Background: an optimization exercise with open tools, aiming at a short achievable clock period and few clock cycles. Do not read the settings as production practice.
In this exercise RTL edits were held to simulation tests only and were not proved equivalent to the original.
Power is estimated from default activity; no workload was simulated.

==> flow/design.v (excerpt) <==
module rv_core_top (
  input  logic        clk,
  input  logic        nrst,
  output logic [31:0] o_imem_addr,
  input  logic [31:0] i_imem_data,
  input  logic        i_halt_req,
  input  logic        i_resume_req,
  input  logic [31:0] i_resume_pc,
  output logic        o_halt,
  output logic        o_commit_valid,
  output logic [31:0] o_commit_pc,
  output logic [31:0] o_commit_inst,
  output logic [4:0]  o_commit_rd_addr,
  output logic        o_commit_rd_wb,
  output logic [31:0] o_commit_rd_data
);
For scale: ~2,100 flip-flops, roughly 200 I/O pins.
Settings: LEC_CHECK=0, CAP_MARGIN=20, CORE_MARGIN=2, CORE_UTILIZATION=50, SLEW_MARGIN=20; clock period 11.0 ns.
standard.sh (not shown) runs the stock make flow with config.mk's settings and CLKGATE_MAP_FILE= SYNTH_SCRIPT=/design/flow/synth_recipe.tcl, a recipe that flattens the netlist after the stock synthesis.
==> flow/flow/run.sh <==
#!/bin/bash
set -euo pipefail
MARGIN=$(cat flow/margin.txt)
bash standard.sh SETUP_SLACK_MARGIN=$MARGIN finish > run_flow.log 2>&1
==> flow/flow/margin.txt <==
8
The starting point completed with no timing, DRC or antenna violations.
Testbench counts at the start, summed over its fixed seeds: cycles 8,207.
==> next run, changes <==
--- a/flow/config.mk
+++ b/flow/config.mk
@@ -9,3 +9,3 @@
 export CORE_MARGIN = 2
-export CORE_UTILIZATION = 50
+export CORE_UTILIZATION = 40
 export SLEW_MARGIN = 20
The changed run ran to the end with no violations.
Die area rose by 25%.
Critical path depth goes down by 13.
Cell area grows by about 0.6%.
Worst hold slack improves by 0.037 ns.
Setup slack got worse by 0.22 ns.

========
== alpha ==
rv_core_top, a different RTL version from the one above (not shown whole).
For scale: ~7100 cells after synthesis, about 2100 flip-flops, roughly 200 I/O pins, about 100000 µm² of cells after synthesis.
export LEC_CHECK = 0
export CAP_MARGIN = 20
export CORE_MARGIN = 2
export CORE_UTILIZATION = 65
export PLACE_DENSITY = 0.75
export SLEW_MARGIN = 20
create_clock -name core_clock -period 11.0 [get_ports {clk}]
Scripts as last shown in full above: flow/flow/run.sh, flow/flow/margin.txt
alpha | ERROR | 5_1_grt
Testbench counts of alpha, summed over its fixed seeds: cycles 8,238.
The following lists how beta was set up differently from alpha:
-- flow/config.mk --
<<< alpha, line 10
export CORE_UTILIZATION = 65
export PLACE_DENSITY = 0.75
>>> beta, line 10
export CORE_UTILIZATION = 40
--- outcome ---
- beta finished end to end and its layout was clean on timing, DRC and antenna.
- alpha is listed as incomplete: the tool reported an error in 5_1_grt and the run ended there.
- beta ended with more total setup buffers inserted after CTS than alpha.
- In beta, die span in y is higher than in alpha.
- Reported for beta and alpha, post-synthesis sequential area ratio turned out identical to the last digit.

========
## v6
rv_core_top, a different RTL version from the one above (not shown whole).
Size in the first run: roughly 2200 flip-flops, roughly 200 I/O pins, ~110000 um^2 of cells after synthesis.
Design rv_core_top, start of the top module:
module rv_core_top (
  input  logic        clk,
  input  logic        nrst,
  output logic [31:0] o_imem_addr,
  input  logic [31:0] i_imem_data,
  input  logic        i_halt_req,
  input  logic        i_resume_req,
  input  logic [31:0] i_resume_pc,
  output logic        o_halt,
  output logic        o_commit_valid,
  output logic [31:0] o_commit_pc,
  output logic [31:0] o_commit_inst,
  output logic [4:0]  o_commit_rd_addr,
  output logic        o_commit_rd_wb,
  output logic [31:0] o_commit_rd_data
);
  rv_core i_core (
    .clk              (clk),
    .nrst             (nrst),
    .o_imem_addr      (o_imem_addr),
    .i_imem_data      (i_imem_data),
    .i_halt_req       (i_halt_req),
    .i_resume_req     (i_resume_req),
    .i_resume_pc      (i_resume_pc),
    .o_halt           (o_halt),
    .o_commit_valid   (o_commit_valid),
    .o_commit_pc      (o_commit_pc),
    .o_commit_inst    (o_commit_inst),
    .o_commit_rd_addr (o_commit_rd_addr),
    .o_commit_rd_wb   (o_commit_rd_wb),
    .o_commit_rd_data (o_commit_rd_data)
  );
endmodule
==> flow/config.mk <==
export PLATFORM = sky130hd
export DESIGN_NAME = rv_core_top
export DESIGN_NICKNAME = rv_core_top
export VERILOG_FILES = /design/flow/design.v
export SDC_FILE = /design/flow/constraint.sdc
export NUM_CORES = 4
export LEC_CHECK = 0
export CAP_MARGIN = 20
export CORE_MARGIN = 2
export CORE_UTILIZATION = 40
export SLEW_MARGIN = 20
==> flow/constraint.sdc <==
create_clock -name core_clock -period 11.0 [get_ports {clk}]
set_input_delay 2.2000 -clock core_clock [delete_from_list [all_inputs] [get_ports {clk}]]
set_output_delay 2.2000 -clock core_clock [all_outputs]
set_load 0.01 [all_outputs]
==> flow/flow/margin.txt <==
7.5
Scripts as last shown in full above: flow/flow/run.sh
Testbench counts of v6, summed over its fixed seeds: cycles 8,339.
Modified inputs, v7 compared to v6
# v6
export LEC_CHECK = 0
export CAP_MARGIN = 20
export CORE_MARGIN = 2
export CORE_UTILIZATION = 40
export SLEW_MARGIN = 20
create_clock -name core_clock -period 11.0 [get_ports {clk}]
# v7
export LEC_CHECK = 0
export CAP_MARGIN = 20
export CORE_MARGIN = 2
export CORE_UTILIZATION = 40
export SETUP_SLACK_MARGIN = 5
export SLEW_MARGIN = 20
create_clock -name core_clock -period 11.0 [get_ports {clk}]
==> flow/run.sh (new file) <==
#!/bin/bash
# synth_recipe.tcl (not shown) runs the flow's synth.tcl, then flattens the netlist and writes it again
# the make line also repeats each setting of config.mk as NAME=value (left out here)
make -C /OpenROAD-flow-scripts/flow DESIGN_CONFIG=/design/flow/config.mk WORK_HOME=/design/flow/orfs CLKGATE_MAP_FILE= SYNTH_SCRIPT=/design/flow/synth_recipe.tcl finish
removed: flow/flow/run.sh
removed: flow/flow/margin.txt
removed: flow/standard.sh
[summary]
- v7 has completed all stages; timing, DRC and antenna checks passed.
- Delta (v7 minus v6): final non-filler cell total moved down; total routed wirelength saw a decrease.
- First-iteration DRC count: v7 better than v6
- v7 against v6; power density over cell area is up by a few percent.
- Diff v6 -> v7: cell internal power dissipation now smaller; first-pass GRT wire length down about 5%; design area dropped 8.5%.
- Insertion delay of the later-clocked pin in the worst-skew pair for v7 is lower than for v6.

-- re-timing with driven ports --
The results above use ideal ports. As a check the final layouts listed here were re-extracted and re-timed, cells and wires unchanged. Step 1 assumes that a clkbuf_16 drives the clock port and a buf_2 every other input. Step 2 adds t to the input delays and takes it off the output delays; t is the mean of the earliest and latest rising clock arrival at the registers after step 1. Input paths then give back, and output paths get back, about the clock's delay inside the block. Three values: no drivers, after step 1, after step 2; two values: the first two.
run | t (ns) | setup WS [ns] | worst register clock-pin slew, ns | worst data-port slew with drivers (ns)
the first run of note 1 | 0.976 | 7.206 / 7.162 / 6.420 | 0.07 / 0.07 | 0.09
the second run of note 1 | 1.016 | 6.989 / 6.880 / 6.508 | 0.08 / 0.08 | 0.08
beta | 0.958 | 7.276 / 7.183 / 6.515 | 0.08 / 0.08 | 0.06
v6 | 1.008 | 6.579 / 6.579 / 6.537 | 0.08 / 0.08 | 0.05
v7 | 0.982 | 5.197 / 5.197 / 5.197 | 0.07 / 0.07 | 0.13
After both steps setup and hold are still met in every run listed. The setup slack of the first run of note 1, which loses most, moves by -0.044 ns with the drivers and by -0.786 ns with both steps.
